Context: an optimization exercise on an open-source flow, tuned for small area, a short achievable clock period and few clock cycles per item. The choices shown serve that exercise and are no tape-out recipe.
Only simulation tests tie the RTL to the original design; equivalence was not proved.

== red ==
Design des_core, start of the top module:
module des_core
(
	input  logic        clk,
	input  logic        rst,
	input  logic        i_start,
	input  logic        i_mode,
	input  logic [63:0] i_key,
	input  logic [63:0] i_block,
	output logic        o_valid,
	output logic [63:0] o_block
);
	logic       idle;
	logic       busy;
	logic       vld;
	logic [3:0] cnt;
	logic       mode_q;
	logic       one;
	logic       last;
	assign last = (cnt == 4'd15);
	always_ff @(posedge clk or posedge rst)
	begin
		if (rst)
		begin
			idle <= 1'b1;
			busy <= 1'b0;
			vld  <= 1'b0;
		end
		else
		begin
			idle <= (idle && !i_start) || vld;
			busy <= (idle && i_start) || (busy && !last);
			vld  <= busy && last;
		end
	end
	always_ff @(posedge clk)
	begin
		if (idle)
		begin
			cnt    <= 4'd0;
			mode_q <= i_mode;
			one    <= 1'b1;
		end
		else
		begin
			cnt <= cnt + 4'd1;
			one <= (cnt == 4'd6) || (cnt == 4'd13) || (cnt == 4'd14);
		end
	end
	logic [55:0] pc1_key;
	logic [55:0] cd;
	logic [55:0] cd_next;
	logic [27:0] c;
	logic [27:0] d;
	logic [47:0] subkey;
	always_comb
	begin
		for (int i = 0; i < 56; i++)
			pc1_key[55 - i] = i_key[64 - des_tables_pkg::PC1_TABLE[7 * (55 - i) +: 7]];
	end
	assign c = cd[55:28];
	assign d = cd[27:0];
	logic s_ld_d, s_ld_e, s_l1, s_l2, s_r1, s_r2;
	assign s_ld_d = idle && i_mode;
	assign s_ld_e = idle && !i_mode;
	assign s_l1   = !idle && !mode_q && one;
	assign s_l2   = !idle && !mode_q && !one;
	assign s_r1   = !idle && mode_q && one;
	assign s_r2   = !idle && mode_q && !one;
	assign cd_next =
		({56{s_ld_d}} & pc1_key) |
		({56{s_ld_e}} & {pc1_key[54:28], pc1_key[55], pc1_key[26:0], pc1_key[27]}) |
		({56{s_l1}} & {c[26:0], c[27], d[26:0], d[27]}) |
		({56{s_l2}} & {c[25:0], c[27:26], d[25:0], d[27:26]}) |
		({56{s_r1}} & {c[0], c[27:1], d[0], d[27:1]}) |
  ...
==> flow/config.mk <==
export PLATFORM = sky130hd
export DESIGN_NAME = des_core
export DESIGN_NICKNAME = des_core
export VERILOG_FILES = /design/flow/design.v
export SDC_FILE = /design/flow/constraint.sdc
export NUM_CORES = 4
export LEC_CHECK = 0
export CAP_MARGIN = 20
export CORE_MARGIN = 2
export CORE_UTILIZATION = 55
export CTS_BUF_LIST = sky130_fd_sc_hd__clkbuf_4 sky130_fd_sc_hd__clkbuf_8
export SETUP_SLACK_MARGIN = 1.7
export SLEW_MARGIN = 20
==> flow/constraint.sdc <==
create_clock -name core_clock -period 4.0 [get_ports {clk}]
set_input_delay 0.8000 -clock core_clock [delete_from_list [all_inputs] [get_ports {clk}]]
set_output_delay 0.8000 -clock core_clock [all_outputs]
set_load 0.01 [all_outputs]
standard.sh (not shown) runs the stock make flow with config.mk's settings and CLKGATE_MAP_FILE= SYNTH_SCRIPT=/design/flow/synth_recipe.tcl, a recipe that flattens the netlist after the stock synthesis.
==> flow/flow/run.sh <==
#!/bin/bash
# Own layout flow: the standard ORFS flow with two changes.
#  1. Synthesis: ORFS's synthesis script unchanged, but with an area-oriented ABC
#     script (flow/abc_map.script) and without the half/full-adder extraction.
#  2. Port buffers: buffer_ports uses the smallest buffer (buf_1).
# Every tool's output goes to the ORFS logs under orfs/logs and to flow_*.log here.
set -euo pipefail
WORK=$(pwd)
R=$WORK/orfs/results/$FLOW_PLATFORM/des_core/base

# private copy of the ORFS scripts folder for synthesis, with our ABC script
rm -rf "$WORK/synth_scripts"
cp -r "$FLOW_HOME/scripts" "$WORK/synth_scripts"
cp "$WORK/flow/abc_map.script" "$WORK/synth_scripts/abc_area.script"

SCRIPTS_DIR="$WORK/synth_scripts" ABC_AREA=1 ADDER_MAP_FILE= \
	bash standard.sh synth > "$WORK/flow_synth.log" 2>&1

BUFFER_PORTS_ARGS="-buffer_cell sky130_fd_sc_hd__buf_1" \
	bash standard.sh > "$WORK/flow_layout.log" 2>&1
==> flow/flow/abc_map.script <==
strash; ifraig; dc2; dch -f; map -a; topo
The flow did not stop early for red: all stages ran, and the layout cleared the timing, DRC and antenna checks.
Testbench counts of red, summed over its fixed seeds: cycles 43,200, items 2,400.
Here is what was changed in the inputs of blue compared with red.
Settings: SETUP_SLACK_MARGIN now 1.5, was 1.7.
==> flow/flow/abc_map.script <==
strash; &get -n; &fraig -x; &put; dc2; strash; &get -n; &dch -f; &nf -R 1000; &put
### Flow results
- blue vs red: number of nets in the layout down by more than 10%
- Of red and blue, blue shows the lower design area, with red above it.
- [compare] base=red new=blue: post-route non-filler standard cell count shrank by 20%.
- blue: no failed stages, no open violations at the end
Modified inputs, green compared to blue
Settings: CTS_BUF_LIST no longer set, was sky130_fd_sc_hd__clkbuf_4 sky130_fd_sc_hd__clkbuf_8.
==> flow/flow/abc_map.script <==
strash; ifraig; dc2; dch -f; map -a; topo
### Flow results
- | utilization | green vs blue | ≈ equal |
- Synthesized cell count sits higher in green than in blue.
- green vs blue: maximum number of pins on one net before global-route repair up in green
- Comparing the two runs side by side, green comes out behind blue on total detailed-routing wirelength.
For orange, these inputs were changed with respect to green:
Settings: CAP_MARGIN: 20 -> 5; CORE_UTILIZATION: 55 -> 40; CTS_BUF_LIST: unset -> sky130_fd_sc_hd__clkbuf_4 sky130_fd_sc_hd__clkbuf_8; SLEW_MARGIN: 20 -> 5.
diff --git a/flow/flow/run.sh b/flow/flow/run.sh
--- a/flow/flow/run.sh
+++ b/flow/flow/run.sh
@@ -4,3 +4,5 @@
 #     script (flow/abc_map.script) and without the half/full-adder extraction.
+#     a222oi is not used: its pins are hard to reach for the router.
 #  2. Port buffers: buffer_ports uses the smallest buffer (buf_1).
+#  3. Clock tree: clkbuf_4/clkbuf_8 only, and no dummy loads.
 # Every tool's output goes to the ORFS logs under orfs/logs and to flow_*.log here.
@@ -14,2 +16,5 @@
 cp "$WORK/flow/abc_map.script" "$WORK/synth_scripts/abc_area.script"
+sed -i 's/^set lib_dont_use_args ""$/set lib_dont_use_args "-dont_use sky130_fd_sc_hd__a222oi_1"/' \
+	"$WORK/synth_scripts/synth_preamble.tcl"
+grep -q 'a222oi' "$WORK/synth_scripts/synth_preamble.tcl"
 
@@ -19,2 +24,3 @@
 BUFFER_PORTS_ARGS="-buffer_cell sky130_fd_sc_hd__buf_1" \
+	CTS_ARGS="-sink_clustering_enable -repair_clock_nets -buf_list {sky130_fd_sc_hd__clkbuf_4 sky130_fd_sc_hd__clkbuf_8} -dont_use_dummy_load" \
 	bash standard.sh > "$WORK/flow_layout.log" 2>&1
==> flow/flow/abc_map.script <==
strash; &get -n; &fraig -x; &put; dc2; strash; &get -n; &dch -f; &nf -R 1000; &put
==> comparison <==
- When orange is measured against green, its worst setup slack turns out 0.057 ns lower.
- Critical path depth: orange vs green down 4
- [diff] upper clock frequency limit, orange relative to green: regression
- orange vs. green: non-filler instance count after layout -234; simple logic cell fraction of the synthesized area went down; share of the clock period used by the worst path saw an increase.
- [orange] final routed wirelength across all metal layers rose 0.52% relative to green
- orange -> green: post-synthesis register bit count delta 0, exact match
- Going from green to orange, the relative slew slack was found to have gone down by 25 points.

Another version of the RTL of des_core (not shown whole).
Size in the first run: ~1100 cells after synthesis, about 200 I/O pins.
Settings: LEC_CHECK=0, CAP_MARGIN=20, CORE_MARGIN=2, CORE_UTILIZATION=55, CTS_BUF_LIST=sky130_fd_sc_hd__clkbuf_4 sky130_fd_sc_hd__clkbuf_8, SETUP_SLACK_MARGIN=1.7, SLEW_MARGIN=20; clock period 4.0 ns.
==> flow/flow/run.sh <==
#!/bin/bash
# Own layout flow: the standard ORFS flow with two changes.
#  1. Synthesis: ORFS's synthesis script unchanged, but with an area-oriented ABC
#     script (flow/abc_map.script) and without the half/full-adder extraction.
#     a222oi is not used: its pins are hard to reach for the router.
#  2. Port buffers: buffer_ports uses the smallest buffer (buf_1).
# Every tool's output goes to the ORFS logs under orfs/logs and to flow_*.log here.
set -euo pipefail
WORK=$(pwd)
R=$WORK/orfs/results/$FLOW_PLATFORM/des_core/base

# private copy of the ORFS scripts folder for synthesis, with our ABC script
rm -rf "$WORK/synth_scripts"
cp -r "$FLOW_HOME/scripts" "$WORK/synth_scripts"
cp "$WORK/flow/abc_map.script" "$WORK/synth_scripts/abc_area.script"
sed -i 's/^set lib_dont_use_args ""$/set lib_dont_use_args "-dont_use sky130_fd_sc_hd__a222oi_1"/' \
	"$WORK/synth_scripts/synth_preamble.tcl"
grep -q 'a222oi' "$WORK/synth_scripts/synth_preamble.tcl"

SCRIPTS_DIR="$WORK/synth_scripts" ABC_AREA=1 ADDER_MAP_FILE= \
	bash standard.sh synth > "$WORK/flow_synth.log" 2>&1

BUFFER_PORTS_ARGS="-buffer_cell sky130_fd_sc_hd__buf_1" \
	bash standard.sh > "$WORK/flow_layout.log" 2>&1
==> flow/flow/abc_map.script <==
strash; &get -n; &fraig -x; &put; dc2; strash; &get -n; &dch -f; &nf -R 1000; &put
Testbench counts at the start, summed over its fixed seeds: cycles 43,200, items 2,400.
Next try:
SETUP_SLACK_MARGIN = 1.6   (was 1.7)
TNS_END_PERCENT = 5   (was unset)
What happened: The changed run went through all stages and came out clean; fmax hardly moves; register-to-register slack gets worse by 210 ps; final area drops by 8.2%; non-clock buffer count drops by 18; synthesized cell count stays the same; via count drops by 2.2%.
Next try:
--- a/flow/flow/run.sh
+++ b/flow/flow/run.sh
@@ -6,0 +7 @@
+#  3. Clock tree: clkbuf_4/clkbuf_8 only, and no dummy loads.
@@ -23,0 +25 @@
+	CTS_ARGS="-sink_clustering_enable -repair_clock_nets -buf_list {sky130_fd_sc_hd__clkbuf_4 sky130_fd_sc_hd__clkbuf_8} -dont_use_dummy_load -sink_clustering_size 35 -sink_clustering_max_diameter 150" \
CAP_MARGIN = 5   (was 20)
CORE_UTILIZATION = 40   (was 55)
SETUP_SLACK_MARGIN = 1.5   (was 1.6)
SLEW_MARGIN = 5   (was 20)
TNS_END_PERCENT = unset   (was 5)
After rerunning: The new run ran to the end with no violations; die area goes up by 36%; register-to-register slack gains 40 ps; flip-flop and latch count stays the same; cell count came out higher by 3.0%; setup slack is better by 52 ps; count of clock-buffer cells in the layout does not change; routed wire length rose by 6.7%; cell area hardly moves.
Next try:
--- a/flow/flow/run.sh
+++ b/flow/flow/run.sh
@@ -5 +4,0 @@
-#     a222oi is not used: its pins are hard to reach for the router.
@@ -17,3 +15,0 @@
-sed -i 's/^set lib_dont_use_args ""$/set lib_dont_use_args "-dont_use sky130_fd_sc_hd__a222oi_1"/' \
-	"$WORK/synth_scripts/synth_preamble.tcl"
-grep -q 'a222oi' "$WORK/synth_scripts/synth_preamble.tcl"
@@ -25 +21 @@
-	CTS_ARGS="-sink_clustering_enable -repair_clock_nets -buf_list {sky130_fd_sc_hd__clkbuf_4 sky130_fd_sc_hd__clkbuf_8} -dont_use_dummy_load -sink_clustering_size 35 -sink_clustering_max_diameter 150" \
+	CTS_ARGS="-sink_clustering_enable -repair_clock_nets -buf_list {sky130_fd_sc_hd__clkbuf_4 sky130_fd_sc_hd__clkbuf_8} -dont_use_dummy_load" \
CELL_PAD_IN_SITES_DETAIL_PLACEMENT = 1   (was unset)
CELL_PAD_IN_SITES_GLOBAL_PLACEMENT = 1   (was unset)
=> Cell count decreases by 0.85%; clock skew stays flat; worst hold slack is better by 41 ps; flip-flop and latch count does not change; worst setup slack degrades by 55 ps; area after synthesis drops by 1.3%; wire length increases by 11%; non-clock buffer count grows by 4; maximum frequency shrinks by 2.3%; via count went up by 0.87%.
Next try:
--- a/flow/flow/run.sh
+++ b/flow/flow/run.sh
@@ -4,0 +5 @@
+#     a222oi is not used: its pins are hard to reach for the router.
@@ -6 +6,0 @@
-#  3. Clock tree: clkbuf_4/clkbuf_8 only, and no dummy loads.
@@ -15,0 +16,3 @@
+sed -i 's/^set lib_dont_use_args ""$/set lib_dont_use_args "-dont_use sky130_fd_sc_hd__a222oi_1"/' \
+	"$WORK/synth_scripts/synth_preamble.tcl"
+grep -q 'a222oi' "$WORK/synth_scripts/synth_preamble.tcl"
@@ -21 +23,0 @@
-	CTS_ARGS="-sink_clustering_enable -repair_clock_nets -buf_list {sky130_fd_sc_hd__clkbuf_4 sky130_fd_sc_hd__clkbuf_8} -dont_use_dummy_load" \
CAP_MARGIN = 20   (was 5)
CELL_PAD_IN_SITES_DETAIL_PLACEMENT = unset   (was 1)
CELL_PAD_IN_SITES_GLOBAL_PLACEMENT = unset   (was 1)
CORE_UTILIZATION = 55   (was 40)
SETUP_SLACK_MARGIN = 2.0   (was 1.5)
SLEW_MARGIN = 20   (was 5)
=>
- worst setup slack improves by 90 ps
- cell area is higher by about 26%
- utilization came out higher by 36 points
- cell count came out higher by about 4.6%

-- static timing again, ports no longer ideal --
The results above use ideal ports. As a check the final layouts listed here were re-extracted and re-timed, cells and wires unchanged.
Step 1 (the two cells are an assumption about what drives the block):
set clk [get_ports {clk}]
set_driving_cell -lib_cell sky130_fd_sc_hd__clkbuf_16 $clk
set_driving_cell -lib_cell sky130_fd_sc_hd__buf_2 [delete_from_list [all_inputs] $clk]
Step 2, shift: input delay + t, output delay - t, t = (earliest + latest rising clock arrival at the registers) / 2. This alone moves slack from input paths to output paths.
Three values: ideal, step 1, step 2; two values: the first two.
run	t (ns)	slack for setup (ns)	hold slack, ns	worst setup path after step 2	clock arrival spread, ns
red	0.502	1.585 / 1.585 / 1.585	0.150 / 0.128 / 0.456	register to register	0.019 / 0.020
blue	0.503	1.540 / 1.540 / 1.540	0.139 / 0.115 / 0.493	register to register	0.016 / 0.016
green	0.472	1.598 / 1.598 / 1.598	0.187 / 0.160 / 0.454	register to register	0.005 / 0.005
orange	0.477	1.540 / 1.540 / 1.540	0.163 / 0.143 / 0.491	register to register	0.030 / 0.030
the first run of note 2	0.502	1.560 / 1.521 / 1.576	0.168 / 0.150 / 0.487	input to register	0.019 / 0.020
the second run of note 2	0.497	1.558 / 1.519 / 1.531	0.174 / 0.156 / 0.473	input to register	0.019 / 0.019
the third run of note 2	0.489	1.611 / 1.611 / 1.439	0.172 / 0.147 / 0.481	input to register	0.042 / 0.042
the fourth run of note 2	0.486	1.555 / 1.555 / 1.555	0.213 / 0.187 / 0.483	register to register	0.043 / 0.042
the fifth run of note 2	0.516	1.645 / 1.600 / 1.524	0.179 / 0.154 / 0.475	input to register	0.014 / 0.013
After both steps setup and hold are still met in every run listed. The setup slack of the third run of note 2, which loses most, moves by 0.000 ns with the drivers and by -0.172 ns with both steps.
